Context: an optimization exercise on an open-source flow, tuned for small area. The choices shown serve that exercise and are no tape-out recipe. Where RTL was checked, it was by simulation tests only, not by an equivalence proof against the original. The clock port is modelled as an ideal driver; clocking choices that lean on that would not hold on a real chip. Power figures rest on the tool's default switching activity, not on a simulated workload.

## old
Design space_game_top, start of the top module:
module space_game_top (
    input  logic        clk25M,
    input  logic        reset,
    input  logic        frame_tick,
    input  logic        march_en,
    input  logic [3:0]  speed,
    input  logic        btn_left,
    input  logic        btn_right,
    input  logic        btn_fire,
    input  logic [11:0] whpos,
    input  logic [11:0] wvpos,
    input  logic [18:0] write_addr_in,
    input  logic        write_en,
    output logic [18:0] write_addr_out,
    output logic        write_en_out,
    output logic [11:0] vdin,
    output logic        update_busy
);
Size in the first run: roughly 670 cells after synthesis, roughly 120 flip-flops.
==> flow/config.mk <==
export PLATFORM = sky130hd
export DESIGN_NAME = space_game_top
export DESIGN_NICKNAME = space_game_top
export VERILOG_FILES = /design/flow/design.v
export SDC_FILE = /design/flow/constraint.sdc
export NUM_CORES = 4
export LEC_CHECK = 0
export CAP_MARGIN = 20
export CORE_MARGIN = 2
export CORE_UTILIZATION = 65
export PLACE_DENSITY = 0.8
export SLEW_MARGIN = 20
==> flow/constraint.sdc <==
create_clock -name core_clock -period 6.0 [get_ports {clk25M}]
set_input_delay 1.2000 -clock core_clock [delete_from_list [all_inputs] [get_ports {clk25M}]]
set_output_delay 1.2000 -clock core_clock [all_outputs]
set_load 0.01 [all_outputs]
standard.sh (not shown) runs the stock make flow with config.mk's settings and CLKGATE_MAP_FILE= SYNTH_SCRIPT=/design/flow/synth_recipe.tcl, a recipe that flattens the netlist after the stock synthesis.
==> flow/flow/run.sh <==
#!/bin/bash
# Standard ORFS layout (standard synthesis unchanged) with small port buffers
# and a light clock tree: clkbuf_4 leaves under a clkbuf_8 root; leaves whose
# estimated output slew is high are then swapped for clkbuf_8 before routing.
set -euo pipefail
export BUFFER_PORTS_ARGS="-buffer_cell sky130_fd_sc_hd__buf_1"
export CTS_ARGS="-sink_clustering_enable -repair_clock_nets -dont_use_dummy_load -buf_list sky130_fd_sc_hd__clkbuf_4 -root_buf sky130_fd_sc_hd__clkbuf_8"
bash standard.sh cts > standard_cts.log 2>&1
export RES=orfs/results/${FLOW_PLATFORM}/space_game_top/base
export PLAT=${FLOW_HOME}/platforms/${FLOW_PLATFORM}
export FIX_SLEW_PS=90
openroad -no_init -exit flow/fix_cts.tcl > fix_cts.log 2>&1
bash standard.sh finish > standard_finish.log 2>&1
==> flow/flow/fix_cts.tcl <==
# Swap clkbuf_4 clock buffers whose output slew (placement estimate) is over
# FIX_SLEW_PS for clkbuf_8, legalize, and put the result back as the CTS result.
read_liberty $::env(PLAT)/lib/sky130_fd_sc_hd__tt_025C_1v80.lib
read_db $::env(RES)/4_cts.odb
read_sdc $::env(RES)/4_cts.sdc
source $::env(PLAT)/setRC.tcl
set_propagated_clock [all_clocks]
estimate_parasitics -placement
set lim $::env(FIX_SLEW_PS)
set big [[ord::get_db] findMaster sky130_fd_sc_hd__clkbuf_8]
set n 0
foreach inst [[ord::get_db_block] getInsts] {
  if {[[$inst getMaster] getName] == "sky130_fd_sc_hd__clkbuf_4"} {
    set pin [get_pins [$inst getName]/X]
    set s 0
    foreach e {rise fall} {
      set v [sta::time_ui_sta [get_property $pin slew_max_$e]]
      if {$v > $s} { set s $v }
    }
    if {$s * 1e12 > $lim} {
      $inst swapMaster $big
      incr n
      puts "upsized [$inst getName] (slew [format %.1f [expr {$s * 1e12}]] ps)"
    }
  }
}
puts "upsized $n clock buffers"
detailed_placement
check_placement
write_db $::env(RES)/4_1_cts.odb
after 1100
write_db $::env(RES)/4_cts.odb
For new, these inputs were changed with respect to old:
--- a/flow/design.v
+++ b/flow/design.v
@@ -199,40 +199,42 @@
         wire [4:0] c  = E[i][6:2];
         wire [1:0] f  = E[i][1:0];
         wire       ge = (lb[1] & ~f[1]) | (~(lb[1] ^ f[1]) & (lb[0] | ~f[0]));
         wire       le = (~lb[1] & f[1]) | (~(lb[1] ^ f[1]) & (~lb[0] | f[0]));
         wire       vh = ((la == c) && ge) || (lam1_ok && (lam1 == c) && le);
         wire       hh = (lp == ~Xn[i]) || (lq == ~Xn[i]);
         assign las_h[i] = vh && hh;
     end
     wire las_hit = w_ok && lh_ok && (|las_h);
-    logic [4:0] inv_code;
+    logic [3:0] inv_code;
     always_comb begin
         case (idx)
-            3'd0: inv_code = 5'b11000;     
-            3'd1: inv_code = 5'b00110;     
-            3'd2: inv_code = 5'b00001;     
-            3'd3: inv_code = 5'b11001;     
-            3'd4: inv_code = 5'b00111;     
-            3'd5: inv_code = 5'b11100;     
-            3'd6: inv_code = 5'b10110;     
-            default: inv_code = 5'b10101;  
+            3'd0: inv_code = 4'b0100;     
+            3'd1: inv_code = 4'b0010;     
+            3'd2: inv_code = 4'b0001;     
+            3'd3: inv_code = 4'b0101;     
+            3'd4: inv_code = 4'b0011;     
+            3'd5: inv_code = 4'b1100;     
+            3'd6: inv_code = 4'b1010;     
+            default: inv_code = 4'b1001;  
         endcase
     end
-    logic [4:0] code;
+    logic [3:0] code;
     always_comb begin
         if (inv_hit)      code = inv_code;
-        else if (can_hit) code = 5'b11110;    
-        else if (las_hit) code = 5'b11111;    
-        else              code = 5'b00000;
-    end
-    logic [4:0] col;
-    always_ff @(posedge clk25M) begin
-        if (reset || !write_en) col <= 5'd0;
+        else if (can_hit) code = 4'b0110;    
+        else if (las_hit) code = 4'b0111;    
+        else              code = 4'b0000;
+    end
+    logic [3:0] col;
+    always_ff @(posedge clk25M) begin
+        if (reset || !write_en) col <= 4'd0;
         else                    col <= code;
     end
-    assign vdin = {col[4], {3{col[3]}}, col[2], {3{col[1]}}, {4{col[0]}}};
+    wire r3 = col[2] | col[3];
+    wire g3 = col[1] | col[3];
+    assign vdin = {r3, {3{col[2]}}, g3, {3{col[1]}}, {4{col[0]}}};
     always_ff @(posedge clk25M) begin
         write_addr_out <= write_addr_in;
         write_en_out   <= write_en & ~reset;
     end
 endmodule
Compared to old, new has post-synthesis share of cell area spent on full adders, half adders and majority gates 0.24 points higher.
Total power delta for new relative to old: 16 uW lower
Full die area ended up 180 sq um lower on new than on old.
Against old as the reference, new delivers a lower total number of cells along the worst setup path.
new vs old: static leakage up by a few percent
On share of cells above drive strength 1: new sits above old.
| count of placed standard cells in the final layout, fillers left out | new vs old | 13 lower |
old -> new: instance count after placement with tap cells included decreased slightly
met3 track utilization from global routing, new and old, lower one = old.
Compared new against old; clock latency on the worst-skew pair within noise.
Summary — footprint of the flip-flops and latches, new relative to old: lower, by 0.76%.
Comparing new with old, the final design area excluding fillers came out essentially unchanged.
No functional check of the RTL was part of any run of this note.


The RTL this note starts from:
==> flow/design.v <==
`timescale 1ns/100ps
package invaders_pkg;
    typedef logic [11:0] coord_t;
    typedef logic [11:0] color_t;
    typedef logic [2:0]  slot_t;
    localparam int FIELD_WIDTH    = 640;
    localparam int NUM_INVADERS   = 8;
    localparam int NUM_LASERS     = 4;
    localparam int LASER_IDX_W    = $clog2(NUM_LASERS);
    localparam int INVADER_SIZE   = 32;
    localparam int CANNON_SIZE    = 32;
    localparam int CANNON_V       = 448;
    localparam int CANNON_STEP    = 2;
    localparam int CANNON_INIT_H  = 304;
    localparam int LASER_LEN      = 20;
    localparam int LASER_STEP     = 4;
    localparam int LASER_OFFSET_H = 16;
    localparam int DOWN_STEP      = 8;
    localparam color_t CANNON_COLOR = 12'hff0;
    localparam color_t LASER_COLOR  = 12'hfff;
    localparam bit [NUM_INVADERS-1:0] INVADER_INIT_ALIVE = 8'hff;
    localparam bit [NUM_INVADERS*12-1:0] INVADER_INIT_VPOS = {
        12'd64, 12'd64, 12'd64, 12'd64, 12'd0, 12'd0, 12'd0, 12'd0
    };
    localparam bit [NUM_INVADERS*12-1:0] INVADER_INIT_HPOS = {
        12'd320, 12'd256, 12'd192, 12'd128, 12'd320, 12'd256, 12'd192, 12'd128
    };
    localparam bit [NUM_INVADERS*12-1:0] INVADER_INIT_COLOR = {
        12'h88f, 12'h8f0, 12'hf80, 12'h0ff, 12'hf0f, 12'h00f, 12'h0f0, 12'hf00
    };
    typedef enum logic [1:0] {
        DIR_RIGHT,
        DIR_DOWN,
        DIR_LEFT
    } dir_t;
    typedef enum logic [2:0] {
        PH_IDLE,
        PH_SCAN,
        PH_MOVE,
        PH_CANNON,
        PH_LASERS
    } phase_t;
    localparam int UPDATE_CYCLES = 2 * NUM_INVADERS + 1 + NUM_LASERS;
endpackage
`timescale 1ns/100ps
`timescale 1ns/100ps
`timescale 1ns/100ps
`timescale 1ns/100ps
`timescale 1ns/100ps
`timescale 1ns/100ps
`timescale 1ns/100ps
module space_game_top (
    input  logic        clk25M,
    input  logic        reset,
    input  logic        frame_tick,
    input  logic        march_en,
    input  logic [3:0]  speed,
    input  logic        btn_left,
    input  logic        btn_right,
    input  logic        btn_fire,
    input  logic [11:0] whpos,
    input  logic [11:0] wvpos,
    input  logic [18:0] write_addr_in,
    input  logic        write_en,
    output logic [18:0] write_addr_out,
    output logic        write_en_out,
    output logic [11:0] vdin,
    output logic        update_busy
);
    logic [4:0] seq;
    wire        idle = (seq == 5'd0);
    wire        last = (seq == 5'd13);
    wire        upd  = (seq == 5'd1);     
    always_ff @(posedge clk25M) begin
        if (reset || last) seq <= 5'd0;
        else if (idle)    seq <= {4'd0, frame_tick};
        else              seq <= {seq[3:0], seq[4] ^ seq[2]};
    end
    assign update_busy = !idle;
    logic [8:0] Hn;      
    logic [8:0] Yn;      
    logic [1:0] dir;     
    wire dl   = dir[0];
    wire down = dir[1];
    wire [8:0] hsum;     
    wire       hcar;     
    wire [8:0] ydec;     
    wire [8:0] Cnew;     
    wire edge_seen = dl ? hcar : (hsum < 9'd95);
    always_ff @(posedge clk25M) begin
        if (reset) begin
            Hn  <= ~9'd128;
            Yn  <= ~9'd0;
            dir <= 2'b00;
        end else if (upd && march_en) begin
            if (down) begin
                Yn  <= ydec;
                dir <= {1'b0, ~dl};
            end else if (edge_seen) begin
                dir <= {1'b1, dl};
            end else begin
                Hn  <= hsum;
            end
        end
    end
    logic [8:0] Cn;
    wire can_l  = btn_left && (Cn != ~9'd8);                   
    wire can_r  = !can_l && btn_right && (Cn > ~9'd312);       
    always_ff @(posedge clk25M) begin
        if (reset)                        Cn <= ~9'd160;
        else if (upd && (can_l || can_r)) Cn <= Cnew;
    end
    logic [3:0][6:0] E;
    logic [3:0][8:0] Xn;
    logic            spawned;
    wire win  = (seq == 5'd17) || (seq == 5'd3) || (seq == 5'd6) || (seq == 5'd13);
    wire free0 = &E[0][6:4];               
    wire fire0 = win && free0 && btn_fire && !spawned;
    wire [7:0] eb;
    wire [6:0] edec;
    assign eb[0] = 1'b1;
    for (genvar j = 0; j < 7; j++) begin : g_edec
        assign edec[j] = E[0][j] ^ eb[j];
        assign eb[j+1] = eb[j] & ~E[0][j];
    end
    logic [6:0] e_in;
    always_comb begin
        if (win && !free0) e_in = edec;
        else if (fire0)    e_in = 7'd107;
        else               e_in = E[0];
    end
    always_ff @(posedge clk25M) begin
        E <= {e_in, E[3:1]} | {4{reset, reset, reset, 4'b0000}};
    end
    always_ff @(posedge clk25M) begin
        Xn <= {free0 ? Cn : Xn[0], Xn[3:1]};
    end
    always_ff @(posedge clk25M) begin
        spawned <= win && (spawned || fire0);
    end
    wire [9:0] vc;
    wire [8:0] vr;
    wire [8:0] va = wvpos[11:3] | {9{upd}};
    assign vc[0] = ~upd;
    for (genvar j = 0; j < 9; j++) begin : g_vsub
        assign vr[j]   = va[j] ^ Yn[j] ^ vc[j];
        assign vc[j+1] = (va[j] & Yn[j]) | (vc[j] & (va[j] ^ Yn[j]));
    end
    assign ydec = vr;
    wire wrapY = ~|Yn[8:3];                      
    wire row0  = vc[9] && (vr[8:2] == 7'd0);
    wire row1  = (vc[9] ^ wrapY) && (vr[8:2] == 7'd2);
    wire [10:0] hcy;
    wire [9:0]  hr;
    wire [9:0]  hnx = {1'b1, Hn};
    wire [9:0]  hop = {whpos[9], upd ? {{5{~dl}}, speed ^ {4{~dl}}} : whpos[8:0]};
    assign hcy[0] = upd ? ~dl : 1'b1;
    for (genvar j = 0; j < 10; j++) begin : g_hsub
        assign hr[j]    = hop[j] ^ hnx[j] ^ hcy[j];
        assign hcy[j+1] = (hop[j] & hnx[j]) | (hcy[j] & (hop[j] ^ hnx[j]));
    end
    assign hsum = hr[8:0];
    assign hcar = hcy[9];
    wire inv_hit = (row0 | row1) && (whpos[11:10] == 2'd0) && hcy[10] && (hr[9:8] == 2'd0) && !hr[5];
    wire [2:0] idx = {row1, hr[7:6]};
    wire [9:0] ccy;
    wire [8:0] cr;
    wire [8:0] cp  = upd ? {{8{~can_l}}, 1'b0} : whpos[9:1];
    assign ccy[0] = 1'b1;
    for (genvar j = 0; j < 9; j++) begin : g_csub
        assign cr[j]     = cp[j] ^ Cn[j] ^ ccy[j];
        assign ccy[j+1]  = (cp[j] & Cn[j]) | (ccy[j] & (cp[j] ^ Cn[j]));
    end
    assign Cnew = cr;
    wire can_h   = (whpos[11:10] == 2'd0) && (ccy[9] ? (cr[8:3] == 6'h00) : (cr[8:3] == 6'h3f));
    wire can_hit = can_h && (wvpos[11:5] == 7'd14);
    wire       w_ok = (wvpos[11:9] == 3'd0) && (wvpos[8:6] != 3'b111);
    wire [4:0] la   = wvpos[8:4];
    wire [1:0] lb   = wvpos[3:2];
    wire [5:0] lmb;
    wire [4:0] lam1;
    assign lmb[0] = 1'b1;
    for (genvar j = 0; j < 5; j++) begin : g_lam1
        assign lam1[j]  = la[j] ^ lmb[j];
        assign lmb[j+1] = lmb[j] & ~la[j];
    end
    wire lam1_ok = (la != 5'd0);
    wire [8:0] lp = whpos[9:1];
    wire [8:0] lq;
    wire [9:0] lqc;
    assign lqc[0] = whpos[0];
    for (genvar j = 0; j < 9; j++) begin : g_lq
        assign lq[j]    = lp[j] ^ lqc[j];
        assign lqc[j+1] = lp[j] & lqc[j];
    end
    wire lh_ok = (whpos[11:10] == 2'd0);
    logic [3:0] las_h;
    for (genvar i = 0; i < 4; i++) begin : g_lhit
        wire [4:0] c  = E[i][6:2];
        wire [1:0] f  = E[i][1:0];
        wire       ge = (lb[1] & ~f[1]) | (~(lb[1] ^ f[1]) & (lb[0] | ~f[0]));
        wire       le = (~lb[1] & f[1]) | (~(lb[1] ^ f[1]) & (~lb[0] | f[0]));
        wire       vh = ((la == c) && ge) || (lam1_ok && (lam1 == c) && le);
        wire       hh = (lp == ~Xn[i]) || (lq == ~Xn[i]);
        assign las_h[i] = vh && hh;
    end
    wire las_hit = w_ok && lh_ok && (|las_h);
    logic [4:0] inv_code;
    always_comb begin
        case (idx)
            3'd0: inv_code = 5'b11000;     
            3'd1: inv_code = 5'b00110;     
            3'd2: inv_code = 5'b00001;     
            3'd3: inv_code = 5'b11001;     
            3'd4: inv_code = 5'b00111;     
            3'd5: inv_code = 5'b11100;     
            3'd6: inv_code = 5'b10110;     
            default: inv_code = 5'b10101;  
        endcase
    end
    logic [4:0] code;
    always_comb begin
        if (inv_hit)      code = inv_code;
        else if (can_hit) code = 5'b11110;    
        else if (las_hit) code = 5'b11111;    
        else              code = 5'b00000;
    end
    logic [4:0] col;
    always_ff @(posedge clk25M) begin
        if (reset || !write_en) col <= 5'd0;
        else                    col <= code;
    end
    assign vdin = {col[4], {3{col[3]}}, col[2], {3{col[1]}}, {4{col[0]}}};
    always_ff @(posedge clk25M) begin
        write_addr_out <= write_addr_in;
        write_en_out   <= write_en & ~reset;
    end
endmodule
export LEC_CHECK = 0
export CAP_MARGIN = 20
export CORE_MARGIN = 2
export CORE_UTILIZATION = 55
export PLACE_DENSITY = 0.7
export SLEW_MARGIN = 20
create_clock -name core_clock -period 6.0 [get_ports {clk25M}]
==> flow/flow/run.sh <==
#!/bin/bash
# Standard ORFS layout (standard synthesis unchanged), with small port buffers
# and a lighter clock tree.
set -euo pipefail
export BUFFER_PORTS_ARGS="-buffer_cell sky130_fd_sc_hd__buf_1"
export CTS_ARGS="-sink_clustering_enable -repair_clock_nets -dont_use_dummy_load -buf_list sky130_fd_sc_hd__clkbuf_8"
bash standard.sh > standard_flow.log 2>&1
Rerun with:
--- a/flow/design.v
+++ b/flow/design.v
@@ -115,5 +115,5 @@
     logic            spawned;
     wire win  = (seq == 5'd17) || (seq == 5'd3) || (seq == 5'd6) || (seq == 5'd13);
-    wire free0 = &E[0][6:4];               
+    wire free0 = &E[0];
     wire fire0 = win && free0 && btn_fire && !spawned;
     wire [7:0] eb;
@@ -131,5 +131,6 @@
     end
     always_ff @(posedge clk25M) begin
-        E <= {e_in, E[3:1]} | {4{reset, reset, reset, 4'b0000}};
+        if (reset) E <= {4{7'd127}};
+        else       E <= {e_in, E[3:1]};
     end
     always_ff @(posedge clk25M) begin
=> Cell area went up by 3.8%; non-clock buffer count goes up by 1; synthesized cell count rises by 1.4%; flip-flop and latch count does not change; via count grows by 1.2%; die area rises by 3.4%; cell count increases by 1.2%; sequential share of layout area is lower by 1.3 points; setup slack degrades by 0.12 ns; first-iteration DRC count decreases by 34%; wire length increases by 2.2%.

==> what the ideal ports hide <==
Ports are ideal in the flow. The routed layouts listed here were re-timed in OpenROAD. Step 1 assumes that a clkbuf_16 drives the clock port and a buf_2 every other input. Step 2 also shifts input and output timing later by t, the mid clock arrival at the registers, as if the neighbouring blocks saw the same clock. Three values: ideal ports, drivers, drivers and shift; two values: the first two.
run | shift t [ns] | setup WS [ns] | hold WS [ns] | worst register clock-pin slew, ns
old | 0.446 | 0.366 / 0.379 / -0.067 | 0.363 / 0.363 / 0.363 | 0.09 / 0.09
new | 0.442 | 0.143 / 0.156 / -0.286 | 0.341 / 0.341 / 0.341 | 0.09 / 0.09
the first run of note 2 | 0.460 | 0.321 / 0.332 / -0.128 | 0.356 / 0.356 / 0.356 | 0.07 / 0.07
the second run of note 2 | 0.455 | 0.202 / 0.213 / -0.242 | 0.385 / 0.385 / 0.385 | 0.07 / 0.07
With both steps, setup timing fails in every run listed, where it was met with ideal ports. For the first run of note 2, which loses most, drivers alone change the setup slack by +0.011 ns; drivers and shift together by -0.449 ns.
